This design comes from an exercise in tuning for small area and a short achievable clock period on the open sky130 flow, not from production work.
RTL that was checked went through simulation tests only; none was proved equivalent to the original.
Power is estimated from default activity; no workload was simulated. The clock port is modelled as an ideal driver; clocking choices that lean on that would not hold on a real chip.

==> try-tundra: inputs <==
// spi_wrapper
module spi_wrapper
#(
    parameter int MEM_DEPTH = 256,
    parameter int ADD_SIZE  = 8
) (
    input  logic clk,
    input  logic arst,
    input  logic SS_n,
    input  logic MOSI,
    output logic MISO
);
    logic [3:0] fc_q;
    logic       rdd_q;        
    logic       rd_flag_q;
    logic [9:0] din_q;
    logic       rx_valid_q;   
    logic       tx_valid_q;   
    logic       busy_q;
    logic       miso_q;
    logic [2:0] m_q;          
    logic [3:0] ph_q;         
    logic [3:0] ph_p2, ph_m2;
    logic [7:0] wa_q;         
    logic       wz_q;         
    logic       wact_q;       
    logic [7:0] wbuf_q;       
    logic       wd_q;         
    logic [15:0] wlo_q;       
    logic [15:0] whi_q;       
    logic [7:0] ra_q;         
    logic [7:0] s_q;          
    logic       tap;
    logic [7:0] s_x;          
    logic [1:0] cmd;
    logic       exec_wa, exec_wd, exec_ra, exec_rd;
    assign s_x     = {s_q[5:0], s_q[7:6]};
    assign cmd     = din_q[9:8];
    assign ph_p2   = ph_q + 4'd2;
    assign ph_m2   = ph_q - 4'd2;
    assign exec_wa = rx_valid_q && cmd == spi_pkg::CMD_WR_ADDR;
    assign exec_wd = rx_valid_q && cmd == spi_pkg::CMD_WR_DATA;
    assign exec_ra = rx_valid_q && cmd == spi_pkg::CMD_RD_ADDR;
    assign exec_rd = rx_valid_q && cmd == spi_pkg::CMD_RD_DATA;
    spi_ram RAM (
        .clk  (clk),
        .wlo  (wlo_q),
        .whi  (whi_q),
        .wd   (wd_q),
        .raddr(ra_q),
        .tap  (tap)
    );
    logic in_data;
    logic load_tx;
    assign in_data = fc_q >= 4'd2;
    assign load_tx = !SS_n && in_data && rdd_q && tx_valid_q;
    always_ff @(posedge clk or posedge arst) begin
        if (arst) begin
            fc_q       <= '0;
            rd_flag_q  <= 1'b0;
            rx_valid_q <= 1'b0;
            tx_valid_q <= 1'b0;
            busy_q     <= 1'b0;
            miso_q     <= 1'b0;
        end else begin
            rx_valid_q <= !SS_n && fc_q == 4'd11;
            tx_valid_q <= exec_rd;
            if (SS_n) begin
                fc_q   <= '0;
                busy_q <= 1'b0;
                miso_q <= 1'b0;
            end else begin
                if (fc_q != 4'd12) fc_q <= fc_q + 4'd1;
                if (fc_q == 4'd11) begin
                    if (din_q[8:7] == spi_pkg::CMD_RD_ADDR) rd_flag_q <= 1'b1;
  ...
==> module spi_ram, before the edit <==
module spi_ram (
    input  logic        clk,
    input  logic [15:0] wlo,
    input  logic [15:0] whi,
    input  logic        wd,
    input  logic [7:0]  raddr,
    output logic        tap
);
    logic [2047:0] ring;          
    logic [255:0]  pos0;
    logic [15:0]   wdlo;          
    logic [15:0]   grp_q;
    logic          tap_q;
    assign wdlo = wlo & {16{wd}};
    for (genvar r = 0; r < 256; r++) begin : g_ring
        logic sel;
        assign sel     = wlo[r % 16] & whi[r / 16];
        assign pos0[r] = ring[8*r];
        always_ff @(posedge clk) begin
            ring[8*r+1 +: 7] <= ring[8*r +: 7];
            ring[8*r]        <= !((ring[8*r+7] & !sel) | (wdlo[r % 16] & whi[r / 16]));
        end
    end
    for (genvar g = 0; g < 16; g++) begin : g_grp
        logic [15:0] grp;
        assign grp = pos0[16*g +: 16];
        always_ff @(posedge clk) begin
            grp_q[g] <= grp[raddr[3:0]];
        end
    end
    always_ff @(posedge clk) begin
        tap_q <= grp_q[raddr[7:4]];
    end
    assign tap = tap_q;
endmodule
==> module spi_wrapper, before the edit <==
module spi_wrapper
#(
    parameter int MEM_DEPTH = 256,
    parameter int ADD_SIZE  = 8
) (
    input  logic clk,
    input  logic arst,
    input  logic SS_n,
    input  logic MOSI,
    output logic MISO
);
    logic [3:0] fc_q;
    logic       rdd_q;        
    logic       rd_flag_q;
    logic [9:0] din_q;
    logic       rx_valid_q;   
    logic       tx_valid_q;   
    logic       busy_q;
    logic       miso_q;
    logic [2:0] m_q;          
    logic [3:0] ph_q;         
    logic [3:0] ph_p2, ph_m2;
    logic [7:0] wa_q;         
    logic       wz_q;         
    logic       wact_q;       
    logic [7:0] wbuf_q;       
    logic       wd_q;         
    logic [15:0] wlo_q;       
    logic [15:0] whi_q;       
    logic [7:0] ra_q;         
    logic [7:0] s_q;          
    logic       tap;
    logic [7:0] s_x;          
    logic [1:0] cmd;
    logic       exec_wa, exec_wd, exec_ra, exec_rd;
    assign s_x     = {s_q[5:0], s_q[7:6]};
    assign cmd     = din_q[9:8];
    assign ph_p2   = ph_q + 4'd2;
    assign ph_m2   = ph_q - 4'd2;
    assign exec_wa = rx_valid_q && cmd == spi_pkg::CMD_WR_ADDR;
    assign exec_wd = rx_valid_q && cmd == spi_pkg::CMD_WR_DATA;
    assign exec_ra = rx_valid_q && cmd == spi_pkg::CMD_RD_ADDR;
    assign exec_rd = rx_valid_q && cmd == spi_pkg::CMD_RD_DATA;
    spi_ram RAM (
        .clk  (clk),
        .wlo  (wlo_q),
        .whi  (whi_q),
        .wd   (wd_q),
        .raddr(ra_q),
        .tap  (tap)
    );
    logic in_data;
    logic load_tx;
    assign in_data = fc_q >= 4'd2;
    assign load_tx = !SS_n && in_data && rdd_q && tx_valid_q;
    always_ff @(posedge clk or posedge arst) begin
        if (arst) begin
            fc_q       <= '0;
            rd_flag_q  <= 1'b0;
            rx_valid_q <= 1'b0;
            tx_valid_q <= 1'b0;
            busy_q     <= 1'b0;
            miso_q     <= 1'b0;
        end else begin
            rx_valid_q <= !SS_n && fc_q == 4'd11;
            tx_valid_q <= exec_rd;
            if (SS_n) begin
                fc_q   <= '0;
                busy_q <= 1'b0;
                miso_q <= 1'b0;
            end else begin
                if (fc_q != 4'd12) fc_q <= fc_q + 4'd1;
                if (fc_q == 4'd11) begin
                    if (din_q[8:7] == spi_pkg::CMD_RD_ADDR) rd_flag_q <= 1'b1;
                    else if (din_q[8:7] == spi_pkg::CMD_RD_DATA) rd_flag_q <= 1'b0;
                end
                miso_q <= 1'b0;
                if (load_tx) begin
                    busy_q <= 1'b1;
                end else if (busy_q) begin
                    miso_q <= s_x[m_q];
                    if (ph_q[2:0] == m_q) busy_q <= 1'b0;
                end
            end
        end
    end
    always_ff @(posedge clk) begin
        din_q <= {din_q[8:0], MOSI};
        if (fc_q == 4'd1) rdd_q <= MOSI && rd_flag_q;
        if (load_tx) m_q <= ph_q[2:0];
    end
    always_ff @(posedge clk or posedge arst) begin
        if (arst) begin
            wz_q <= 1'b1;
            ra_q <= '0;
        end else begin
            if (exec_wa || exec_wd) wz_q <= 1'b0;
            if (exec_ra) ra_q <= din_q[7:0];
        end
    end
    always_ff @(posedge clk) begin
        ph_q  <= ph_q + 4'd1;
        wd_q  <= !(wbuf_q[ph_p2[2:0]] ^ ph_p2[3]);
        s_q   <= {s_q[6:0], tap ^ ph_m2[3]};
        wlo_q <= wact_q ? 16'(1) << wa_q[3:0] : '0;
        whi_q <= 16'(1) << wa_q[7:4];
        if (exec_wa) begin
            wa_q   <= din_q[7:0];
            wact_q <= 1'b0;
        end
        if (exec_wd) begin
            if (wz_q) wa_q <= '0;
            wbuf_q <= din_q[7:0];
            wact_q <= 1'b1;
        end
    end
    assign MISO = miso_q;
endmodule
clock: 4.5 ns
lec_check: 0
cap_margin: 20
core_margin: 2
core_utilization: 60
setup_slack_margin: 2.3
slew_margin: 20
standard.sh (not shown) runs the stock make flow with config.mk's settings and CLKGATE_MAP_FILE= SYNTH_SCRIPT=/design/flow/synth_recipe.tcl, a recipe that flattens the netlist after the stock synthesis.
==> flow/flow/run.sh <==
#!/bin/bash
# The standard layout (the standard.sh, unchanged synthesis), except that
# clock tree synthesis does not add dummy load cells to balance the tree.
set -euo pipefail
export CTS_ARGS="-sink_clustering_enable -repair_clock_nets -dont_use_dummy_load"
bash standard.sh > flow_make.log 2>&1
==> try-cedar: changes against try-tundra <==
--- a/flow/design.v
+++ b/flow/design.v
@@ -7,18 +7,14 @@
 module spi_ram (
-    input  logic        clk,
-    input  logic [15:0] wlo,
-    input  logic [15:0] whi,
-    input  logic        wd,
-    input  logic [7:0]  raddr,
-    output logic        tap
+    input  logic       clk,
+    input  logic       wen,
+    input  logic [7:0] waddr,
+    input  logic       wd,
+    input  logic [7:0] raddr,
+    output logic       tap
 );
     logic [2047:0] ring;          
-    logic [255:0]  pos0;
-    logic [15:0]   wdlo;          
-    logic [15:0]   grp_q;
-    logic          tap_q;
-    assign wdlo = wlo & {16{wd}};
+    logic [255:0] pos0;
+    logic [15:0]  grp_q;
+    logic         tap_q;
     for (genvar r = 0; r < 256; r++) begin : g_ring
-        logic sel;
-        assign sel     = wlo[r % 16] & whi[r / 16];
         assign pos0[r] = ring[8*r];
@@ -26,3 +22,3 @@
             ring[8*r+1 +: 7] <= ring[8*r +: 7];
-            ring[8*r]        <= !((ring[8*r+7] & !sel) | (wdlo[r % 16] & whi[r / 16]));
+            ring[8*r]        <= (wen && waddr == 8'(r)) ? wd : ring[8*r+7];
         end
@@ -61,4 +57,3 @@
     logic [2:0] m_q;          
-    logic [3:0] ph_q;         
-    logic [3:0] ph_p2, ph_m2;
+    logic [2:0] ph_q;         
     logic [7:0] wa_q;         
@@ -68,4 +63,2 @@
     logic       wd_q;         
-    logic [15:0] wlo_q;       
-    logic [15:0] whi_q;       
     logic [7:0] ra_q;         
@@ -78,4 +71,2 @@
     assign cmd     = din_q[9:8];
-    assign ph_p2   = ph_q + 4'd2;
-    assign ph_m2   = ph_q - 4'd2;
     assign exec_wa = rx_valid_q && cmd == spi_pkg::CMD_WR_ADDR;
@@ -86,4 +77,4 @@
         .clk  (clk),
-        .wlo  (wlo_q),
-        .whi  (whi_q),
+        .wen  (wact_q),
+        .waddr(wa_q),
         .wd   (wd_q),
@@ -122,3 +113,3 @@
                     miso_q <= s_x[m_q];
-                    if (ph_q[2:0] == m_q) busy_q <= 1'b0;
+                    if (ph_q == m_q) busy_q <= 1'b0;
                 end
@@ -130,3 +121,3 @@
         if (fc_q == 4'd1) rdd_q <= MOSI && rd_flag_q;
-        if (load_tx) m_q <= ph_q[2:0];
+        if (load_tx) m_q <= ph_q;
     end
@@ -142,7 +133,5 @@
     always_ff @(posedge clk) begin
-        ph_q  <= ph_q + 4'd1;
-        wd_q  <= !(wbuf_q[ph_p2[2:0]] ^ ph_p2[3]);
-        s_q   <= {s_q[6:0], tap ^ ph_m2[3]};
-        wlo_q <= wact_q ? 16'(1) << wa_q[3:0] : '0;
-        whi_q <= 16'(1) << wa_q[7:4];
+        ph_q  <= ph_q + 3'd1;
+        wd_q  <= wbuf_q[3'(ph_q + 3'd2)];
+        s_q   <= {s_q[6:0], tap};
         if (exec_wa) begin
==> flow/run.sh (new file) <==
#!/bin/bash
# synth_recipe.tcl (not shown) runs the flow's synth.tcl, then flattens the netlist and writes it again
# the make line also repeats each setting of config.mk as NAME=value (left out here)
make -C /OpenROAD-flow-scripts/flow DESIGN_CONFIG=/design/flow/config.mk WORK_HOME=/design/flow/orfs CLKGATE_MAP_FILE= SYNTH_SCRIPT=/design/flow/synth_recipe.tcl finish
CORE_UTILIZATION = 40   (was 60)
SETUP_SLACK_MARGIN = default   (was 2.3)
removed: flow/flow/run.sh
removed: flow/standard.sh
==> try-nickel: changes against try-tundra <==
--- a/flow/design.v
+++ b/flow/design.v
@@ -10,3 +10,3 @@
     input  logic [15:0] whi,
-    input  logic        wd,
+    input  logic [15:0] wdlo,
     input  logic [7:0]  raddr,
@@ -16,6 +16,4 @@
     logic [255:0]  pos0;
-    logic [15:0]   wdlo;          
     logic [15:0]   grp_q;
     logic          tap_q;
-    assign wdlo = wlo & {16{wd}};
     for (genvar r = 0; r < 256; r++) begin : g_ring
@@ -67,3 +65,4 @@
     logic [7:0] wbuf_q;       
-    logic       wd_q;         
+    logic       wd;           
+    logic [15:0] wdlo_q;      
     logic [15:0] wlo_q;       
@@ -80,2 +79,3 @@
     assign ph_m2   = ph_q - 4'd2;
+    assign wd      = !(wbuf_q[ph_p2[2:0]] ^ ph_p2[3]);
     assign exec_wa = rx_valid_q && cmd == spi_pkg::CMD_WR_ADDR;
@@ -88,3 +88,3 @@
         .whi  (whi_q),
-        .wd   (wd_q),
+        .wdlo (wdlo_q),
         .raddr(ra_q),
@@ -143,5 +143,5 @@
         ph_q  <= ph_q + 4'd1;
-        wd_q  <= !(wbuf_q[ph_p2[2:0]] ^ ph_p2[3]);
         s_q   <= {s_q[6:0], tap ^ ph_m2[3]};
         wlo_q <= wact_q ? 16'(1) << wa_q[3:0] : '0;
+        wdlo_q <= wact_q && wd ? 16'(1) << wa_q[3:0] : '0;
         whi_q <= 16'(1) << wa_q[7:4];
==> flow/flow/run.sh (replaced) <==
#!/bin/bash
# The standard layout (the standard.sh, unchanged synthesis), except that
# clock tree synthesis uses larger sink clusters and adds no dummy loads.
set -euo pipefail
export CTS_ARGS="-sink_clustering_enable -repair_clock_nets -dont_use_dummy_load -sink_clustering_size 30 -sink_clustering_max_diameter 120 -sink_clustering_levels 1"
bash standard.sh > flow_make.log 2>&1
CORE_UTILIZATION = 75   (was 60)
SETUP_SLACK_MARGIN = 2.7   (was 2.3)
==> reports/metrics.csv <==
stage,metric,value,unit
global_routing,largest net degree at the start of global routing,33,
layout,final core occ,81.6,%
floorplan,row cnt,94,
worst_setup_path,RR Endpoint,RAM.grp_q[14],
sta,period utilization,45.2,%
run_status,status,no timing/DRC/antenna violations,
layout,Seq cells,2174,
cts,Post-CTS Resized,53,
worst_setup_path,family with the most delay on the worst path,flip-flops,
logic_synthesis,XOR/XNOR share of the synthesized area,0.174,%
floorplan,die area,0.0692,mm²
layout,sequential portion of the cell area,81.1,%
worst_setup_path,worst path arrival time,1.13,ns
cts,Sink Count,2174,
power_and_ir_drop,power per cell area,517,mW/mm²
global_routing,total track usage,27.1,%
place,gpl congestion,0.826,
power_and_ir_drop,Seq group,0.0193,W
Source of the figures above: try-nickel

==> reports/metrics.csv <==
stage,metric,value,unit
worst_setup_path,family with the most delay on the worst path,flip-flops,
logic_synthesis,XOR/XNOR share of the synthesized area,0.174,%
floorplan,row cnt,106,
layout,final core occ,67.2,%
layout,sequential portion of the cell area,77.6,%
place,gpl congestion,0.730,
power_and_ir_drop,power per cell area,579,mW/mm²
cts,Sink Count,2159,
run_status,status,no timing/DRC/antenna violations,
global_routing,largest net degree at the start of global routing,105,
global_routing,total track usage,20.3,%
layout,Seq cells,2159,
power_and_ir_drop,Seq group,0.0192,W
Source of the figures above: try-tundra

==> reports/metrics.csv <==
stage,metric,value,unit
cts,Post-CTS Resized,0,
logic_synthesis,XOR/XNOR share of the synthesized area,0.0868,%
place,gpl congestion,0.698,
layout,final core occ,46.6,%
layout,non-clk buf share,0.437,%
layout,inverter count,6,
layout,Seq cells,2126,
worst_setup_path,family with the most delay on the worst path,simple AND/OR/NAND/NOR gates,
global_routing,total track usage,12.7,%
layout,sequential portion of the cell area,73.2,%
global_routing,largest net degree at the start of global routing,120,
power_and_ir_drop,Seq group,0.0189,W
run_status,status,no timing/DRC/antenna violations,
floorplan,row cnt,130,
cts,Sink Count,2126,
worst_setup_path,RR Endpoint,RAM.ring[1560],
worst_setup_path,worst path arrival time,3.35,ns
floorplan,die area,0.129,mm²
sta,period utilization,60.0,%
Source of the figures above: try-cedar

No functional check of the RTL was part of try-tundra.

afterwards: timing with drivers on the ports:
How much do the figures lean on ideal ports? The routed layouts below were timed once more, with nothing changed but the port constraints.
Step 1, drivers: a clkbuf_16 drives clk and a buf_2 each remaining input, both assumed.
Step 2 also shifts input and output timing later by t, the mid clock arrival at the registers, as if the neighbouring blocks saw the same clock.
Three values: no drivers, after step 1, after step 2; two values: the first two.
run	t (ns)	slack for setup (ns)	hold slack, ns	worst setup path after step 2	clock arrival spread, ns
try-tundra	0.794	2.386 / 2.347 / 2.100	0.305 / 0.305 / 0.305	input to register	0.031 / 0.031
try-cedar	0.827	1.800 / 1.800 / 1.800	0.314 / 0.314 / 0.314	register to register	0.027 / 0.027
try-nickel	0.707	2.467 / 2.404 / 2.113	0.284 / 0.284 / 0.284	input to register	0.048 / 0.048
After both steps every run listed still meets setup and hold. The setup slack of try-nickel, which loses most, moves by -0.063 ns with the drivers and by -0.354 ns with both steps.
